This design comes from an exercise in tuning for small area, a short achievable clock period and few clock cycles on the open sky130 flow, not from production work. In this exercise RTL edits were held to simulation tests only and were not proved equivalent to the original. No driver is modelled on the clock port, so clocking that relies on it looks cheaper here than on a real chip. Power and IR drop assume default switching activity.

Design priority_queue_top, start of the top module:
module priority_queue_top (
    input  logic                  clk,
    input  logic                  reset,
    input  logic                  insert,
    input  logic [32-1:0] insert_data,
    input  logic                  remove,
    output logic                  busy,
    output logic                  full,
    output logic                  empty,
    output logic [32-1:0] data_out,
    output logic                  data_valid
);
Size: roughly 3700 cells after synthesis, about 600 flip-flops, ~72 I/O pins.
clock: 6.0 ns
lec_check: 0
cap_margin: 20
core_margin: 2
core_utilization: 55
place_density: 0.7
setup_slack_margin: 3.3
slew_margin: 20
run.sh (not shown) runs the stock make flow with config.mk's settings and CLKGATE_MAP_FILE= SYNTH_SCRIPT=/design/flow/synth_recipe.tcl, a recipe that flattens the netlist after the stock synthesis.
The first run completed without violations.
Testbench counts at the start, summed over its fixed seeds: cycles 3,600.
Then changed:
- CORE_UTILIZATION: 55 -> 50
- PLACE_DENSITY: 0.7 -> 0.65
- SETUP_SLACK_MARGIN: 3.3 -> 2.9
First-iteration DRC count goes down by 3.0%.
Total power goes down by 2.1%.
Final area goes down by about 2.4%.
Synthesized area does not change.
Then changed:
- CORE_UTILIZATION: 50 -> 55
- CTS_BUF_LIST: default -> sky130_fd_sc_hd__clkbuf_4 sky130_fd_sc_hd__clkbuf_8
- CTS_CLUSTER_SIZE: default -> 20
- PLACE_DENSITY: 0.65 -> 0.7
- SETUP_SLACK_MARGIN: 2.9 -> 3.3
Result: The changed run completed with no timing, DRC or antenna violations; count of clock-buffer cells in the layout went up by 63; final area went up by 0.83%; power went down by about 1%; via count went up by about 2%; synthesized area does not change; sequential cell count does not change; setup slack is better by 190 ps; die area went down by 9.0%; utilization went up by 6.1 points; hold slack is worse by 30 ps.


Setup of garnet:
priority_queue_top, a different RTL version from the one above (not shown whole).
For scale: about 4500 cells after synthesis, ~72 I/O pins.
==> flow/config.mk <==
export PLATFORM = sky130hd
export DESIGN_NAME = priority_queue_top
export DESIGN_NICKNAME = priority_queue_top
export VERILOG_FILES = /design/flow/design.v
export SDC_FILE = /design/flow/constraint.sdc
export NUM_CORES = 4
export LEC_CHECK = 0
export CAP_MARGIN = 20
export CORE_MARGIN = 2
export CORE_UTILIZATION = 55
export CTS_BUF_LIST = sky130_fd_sc_hd__clkbuf_4 sky130_fd_sc_hd__clkbuf_8
export CTS_CLUSTER_SIZE = 40
export PLACE_DENSITY = 0.7
export SETUP_SLACK_MARGIN = 3.3
export SLEW_MARGIN = 20
==> flow/constraint.sdc <==
create_clock -name core_clock -period 6.0 [get_ports {clk}]
set_input_delay 1.2000 -clock core_clock [delete_from_list [all_inputs] [get_ports {clk}]]
set_output_delay 1.2000 -clock core_clock [all_outputs]
set_load 0.01 [all_outputs]
standard.sh (not shown) runs the stock make flow with config.mk's settings and CLKGATE_MAP_FILE= SYNTH_SCRIPT=/design/flow/synth_recipe.tcl, a recipe that flattens the netlist after the stock synthesis.
==> flow/flow/run.sh <==
#!/bin/bash
# Standard layout, with the delay cells kept out of port buffering and timing repair.
set -euo pipefail
bash standard.sh synth > synth.log 2>&1
export DONT_USE_CELLS="sky130_fd_sc_hd__clkdlybuf4s15_1 sky130_fd_sc_hd__clkdlybuf4s15_2 sky130_fd_sc_hd__clkdlybuf4s18_1 sky130_fd_sc_hd__clkdlybuf4s18_2 sky130_fd_sc_hd__clkdlybuf4s25_1 sky130_fd_sc_hd__clkdlybuf4s25_2 sky130_fd_sc_hd__clkdlybuf4s50_1 sky130_fd_sc_hd__clkdlybuf4s50_2 sky130_fd_sc_hd__dlygate4sd1_1 sky130_fd_sc_hd__dlygate4sd2_1 sky130_fd_sc_hd__dlygate4sd3_1 sky130_fd_sc_hd__dlymetal6s2s_1 sky130_fd_sc_hd__dlymetal6s4s_1 sky130_fd_sc_hd__dlymetal6s6s_1"
export BUFFER_PORTS_ARGS="-buffer_cell sky130_fd_sc_hd__buf_4"
bash standard.sh finish > finish.log 2>&1
Testbench counts of garnet, summed over its fixed seeds: cycles 3,600.
Input-level comparison between indigo and garnet:
-- flow/config.mk --
<<< garnet, line 12
export CTS_CLUSTER_SIZE = 40
>>> indigo, line 12
export CTS_CLUSTER_SIZE = 20
<<< garnet, line 14
export SETUP_SLACK_MARGIN = 3.3
>>> indigo, line 14
export SETUP_SLACK_MARGIN = 3.55
Findings:
Compared with garnet, indigo shows a higher final routed wirelength across all metal layers.
garnet → indigo: end-of-flow core utilization went up by 1.6 points, sequential cell fraction of total power went down by 0.8 points, die area about even, non-clock buffer count went up.
Inputs modified between indigo and maple:
-- flow/config.mk --
<<< indigo, line 14
export SETUP_SLACK_MARGIN = 3.55
>>> maple, line 14
export SETUP_SLACK_MARGIN = 3.45
Diff indigo -> maple: final worst setup slack went down by 0.036 ns; count of buffers not belonging to the clock network in the layout went down by 32. First-pass GRT wire length ends up higher on indigo. Summary — fmax, maple relative to indigo: lower, by 1.4%. maple: static leakage 1.4% below indigo. Between indigo and maple, number of global-route vias before repair decreased. maple vs indigo: post-layout minimum cycle time up. Detail-routed net length per standard cell (maple over indigo): decrease, 0.15 um. Sort indigo and maple by routed wire length, ascending, and maple comes first. Compared with indigo, maple shows a higher switching part of the total power.
[inputs] sierra vs maple
-- flow/flow/run.sh --
<<< maple, line 2
# Standard layout, with the delay cells kept out of port buffering and timing repair.
>>> sierra, line 2
# Standard layout, with the delay cells kept out of port buffering and timing repair,
# and long wires buffered after clock tree synthesis (flow/post_cts.tcl).
<<< maple, line 6
>>> sierra, line 7
export POST_CTS_TCL="$PWD/flow/post_cts.tcl"
==> flow/flow/post_cts.tcl (new file) <==
# Extra repair after clock tree synthesis: buffer long wires, then repair
# setup again with the placement parasitics.
estimate_parasitics -placement
repair_design -max_wire_length 200 -verbose
detailed_placement
estimate_parasitics -placement
repair_timing -setup -setup_margin $::env(SETUP_SLACK_MARGIN) -repair_tns 100 -verbose
detailed_placement
check_placement -verbose
-- flow/config.mk --
<<< maple, line 10
export CORE_UTILIZATION = 55
>>> sierra, line 10
export CORE_UTILIZATION = 45
<<< maple, line 13
export PLACE_DENSITY = 0.7
export SETUP_SLACK_MARGIN = 3.45
>>> sierra, line 13
export PLACE_DENSITY = 0.6
export SETUP_SLACK_MARGIN = 3.3
## What came out
sierra was carried through to the last stage, and its layout satisfied the timing, DRC and antenna checks.
sierra ends up with a part of the power in registers that is 1.4 points lower than in maple.
The average wire per standard cell was comparable across sierra and maple.
sierra vs. maple: share of post-route cells with drive strength above 1 rose by 0.95 points; achievable frequency fell by 2.7%.
In the metrics for sierra and maple, the one carrying the higher wire length of the first global-routing pass is sierra.
sierra vs maple: worst setup margin down in sierra
sierra against maple: leakage dissipation increased by about 6% relative to the old numbers, die width increased by about 10% relative to the old numbers, final wirelength increased by 5.9% relative to the old numbers, met2 usage in global routing decreased by 6.5 points relative to the old numbers, longest individual stage delay on the worst path decreased by 0.03 ns relative to the old numbers.
Input changes introduced in lagoon (baseline for comparison: sierra):
-- flow/flow/run.sh --
<<< sierra, line 2
# Standard layout, with the delay cells kept out of port buffering and timing repair,
# and long wires buffered after clock tree synthesis (flow/post_cts.tcl).
>>> lagoon, line 2
# Standard layout, with the delay cells kept out of port buffering and timing repair.
<<< sierra, line 7
export POST_CTS_TCL="$PWD/flow/post_cts.tcl"
>>> lagoon, line 6
-- flow/config.mk --
<<< sierra, line 10
export CORE_UTILIZATION = 45
>>> lagoon, line 10
export CORE_UTILIZATION = 55
<<< sierra, line 13
export PLACE_DENSITY = 0.6
>>> lagoon, line 13
export PLACE_DENSITY = 0.7
removed: flow/flow/post_cts.tcl
Results
Diff sierra -> lagoon: switching power summed over all nets fell by about 2.5%; number of logic stages on the critical path including buffering rose by 1; total instance count after detailed placement fell by about 3.6%.
What raven does differently from lagoon at the input level:
==> flow/run.sh (new file) <==
#!/bin/bash
# synth_recipe.tcl (not shown) runs the flow's synth.tcl, then flattens the netlist and writes it again
# the make line also repeats each setting of config.mk as NAME=value (left out here)
make -C /OpenROAD-flow-scripts/flow DESIGN_CONFIG=/design/flow/config.mk WORK_HOME=/design/flow/orfs CLKGATE_MAP_FILE= SYNTH_SCRIPT=/design/flow/synth_recipe.tcl finish
removed: flow/flow/run.sh
removed: flow/standard.sh
Findings:
Going from lagoon to raven, worst setup slack increased by 0.051 ns relative to the old numbers; critical path depth increased by 1 relative to the old numbers; final area increased by 3.6% relative to the old numbers. Compared to lagoon, the router laid down more metal wire for raven. Across both runs, global-route wire length before repair was higher for raven than for lagoon. Changes observed in raven relative to lagoon: total vias in the final route picked up an extra about 0.9%; final critical-path required period lost 0.051 ns; growth of design area from synthesis to finish picked up an extra 3.9 points; tightest hold margin lost 0.019 ns; worst slew margin relative to its limit lost 6.8 points. Relative to lagoon, the clock buffer count in the final layout measured on raven has increased slightly. Looking at critical path's slowest cell, the sky130_fd_sc_hd__maj3_1 result is from lagoon; the sky130_fd_sc_hd__a222oi_1 one comes from raven.


RTL: one of the versions met above, not the one the previous note started from.
Size in the first run: about 3700 cells after synthesis, ~600 flip-flops, ~72 I/O pins, about 34000 um2 of cells after synthesis.
## priority_queue_top
module priority_queue_top (
    input  logic                  clk,
    input  logic                  reset,
    input  logic                  insert,
    input  logic [32-1:0] insert_data,
    input  logic                  remove,
    output logic                  busy,
    output logic                  full,
    output logic                  empty,
    output logic [32-1:0] data_out,
    output logic                  data_valid
);
==> flow/config.mk <==
export PLATFORM = sky130hd
export DESIGN_NAME = priority_queue_top
export DESIGN_NICKNAME = priority_queue_top
export VERILOG_FILES = /design/flow/design.v
export SDC_FILE = /design/flow/constraint.sdc
export NUM_CORES = 4
export LEC_CHECK = 0
export CAP_MARGIN = 20
export CORE_MARGIN = 2
export CORE_UTILIZATION = 45
export CTS_BUF_LIST = sky130_fd_sc_hd__clkbuf_4 sky130_fd_sc_hd__clkbuf_8
export CTS_CLUSTER_SIZE = 20
export PLACE_DENSITY = 0.6
export SETUP_SLACK_MARGIN = 3.3
export SLEW_MARGIN = 20
==> flow/constraint.sdc <==
create_clock -name core_clock -period 6.0 [get_ports {clk}]
set_input_delay 1.2000 -clock core_clock [delete_from_list [all_inputs] [get_ports {clk}]]
set_output_delay 1.2000 -clock core_clock [all_outputs]
set_load 0.01 [all_outputs]
==> flow/flow/run.sh <==
#!/bin/bash
# Standard layout, with the delay cells kept out of port buffering and timing repair,
# and long wires buffered after clock tree synthesis (flow/post_cts.tcl).
set -euo pipefail
bash standard.sh synth > synth.log 2>&1
export DONT_USE_CELLS="sky130_fd_sc_hd__clkdlybuf4s15_1 sky130_fd_sc_hd__clkdlybuf4s15_2 sky130_fd_sc_hd__clkdlybuf4s18_1 sky130_fd_sc_hd__clkdlybuf4s18_2 sky130_fd_sc_hd__clkdlybuf4s25_1 sky130_fd_sc_hd__clkdlybuf4s25_2 sky130_fd_sc_hd__clkdlybuf4s50_1 sky130_fd_sc_hd__clkdlybuf4s50_2 sky130_fd_sc_hd__dlygate4sd1_1 sky130_fd_sc_hd__dlygate4sd2_1 sky130_fd_sc_hd__dlygate4sd3_1 sky130_fd_sc_hd__dlymetal6s2s_1 sky130_fd_sc_hd__dlymetal6s4s_1 sky130_fd_sc_hd__dlymetal6s6s_1"
export POST_CTS_TCL="$PWD/flow/post_cts.tcl"
export BUFFER_PORTS_ARGS="-buffer_cell sky130_fd_sc_hd__buf_4"
bash standard.sh finish > finish.log 2>&1
==> flow/flow/post_cts.tcl <==
# Extra repair after clock tree synthesis: buffer long wires, then repair
# setup again with the placement parasitics.
estimate_parasitics -placement
repair_design -max_wire_length 200 -verbose
detailed_placement
estimate_parasitics -placement
repair_timing -setup -setup_margin $::env(SETUP_SLACK_MARGIN) -repair_tns 100 -verbose
detailed_placement
check_placement -verbose
Testbench counts at the start, summed over its fixed seeds: cycles 3,600.
Rerun with:
==> flow/flow/run.sh (replaced) <==
#!/bin/bash
# Standard layout, with the delay cells kept out of port buffering and timing repair.
set -euo pipefail
bash standard.sh synth > synth.log 2>&1
export DONT_USE_CELLS="sky130_fd_sc_hd__clkdlybuf4s15_1 sky130_fd_sc_hd__clkdlybuf4s15_2 sky130_fd_sc_hd__clkdlybuf4s18_1 sky130_fd_sc_hd__clkdlybuf4s18_2 sky130_fd_sc_hd__clkdlybuf4s25_1 sky130_fd_sc_hd__clkdlybuf4s25_2 sky130_fd_sc_hd__clkdlybuf4s50_1 sky130_fd_sc_hd__clkdlybuf4s50_2 sky130_fd_sc_hd__dlygate4sd1_1 sky130_fd_sc_hd__dlygate4sd2_1 sky130_fd_sc_hd__dlygate4sd3_1 sky130_fd_sc_hd__dlymetal6s2s_1 sky130_fd_sc_hd__dlymetal6s4s_1 sky130_fd_sc_hd__dlymetal6s6s_1"
export BUFFER_PORTS_ARGS="-buffer_cell sky130_fd_sc_hd__buf_4"
bash standard.sh finish > finish.log 2>&1
Settings changed: CORE_UTILIZATION 45 to 55, PLACE_DENSITY 0.6 to 0.7.
removed: flow/flow/post_cts.tcl
After rerunning: Routed wire length came out lower by 3.0%; fmax came out lower by 7.6%; clock skew came out lower by 0.032 ns; setup slack gets worse by 0.23 ns; sequential share of layout area came out higher by 2.1 points; register-to-register slack gets worse by 0.30 ns; sequential cell count is unchanged; worst hold slack gets better by 0.035 ns.

## port drivers added, routing unchanged
The flow's constraints put no driver on any port. The routed layouts listed below were extracted and timed again, unchanged, in two steps. Step 1 assumes that a clkbuf_16 drives the clock port and a buf_2 every other input. Step 2, shift: input delay + t, output delay - t, t = (earliest + latest rising clock arrival at the registers) / 2. This alone moves slack from input paths to output paths. Three values: no drivers, after step 1, after step 2; two values: the first two.
run	shift t [ns]	setup slack, ns	slew at the worst register clock pin (ns)
the first run of note 1	0.690	3.059 / 3.033 / 2.343	0.06 / 0.06
the second run of note 1	0.690	2.863 / 2.875 / 2.216	0.07 / 0.07
the third run of note 1	0.805	3.048 / 3.061 / 2.255	0.07 / 0.07
garnet	0.787	3.199 / 3.195 / 2.408	0.07 / 0.07
indigo	0.782	3.383 / 3.404 / 2.622	0.07 / 0.07
maple	0.794	3.347 / 3.337 / 2.543	0.07 / 0.07
sierra	0.798	3.273 / 3.308 / 2.510	0.07 / 0.07
lagoon	0.784	3.170 / 3.209 / 2.425	0.07 / 0.07
raven	0.792	3.221 / 3.222 / 2.430	0.07 / 0.07
the first run of note 3	0.807	3.239 / 3.247 / 2.439	0.08 / 0.08
the second run of note 3	0.806	3.014 / 2.917 / 2.111	0.07 / 0.07
After both steps setup and hold are still met in every run listed. For the second run of note 3, which loses most, drivers alone change the setup slack by -0.097 ns; drivers and shift together by -0.903 ns.
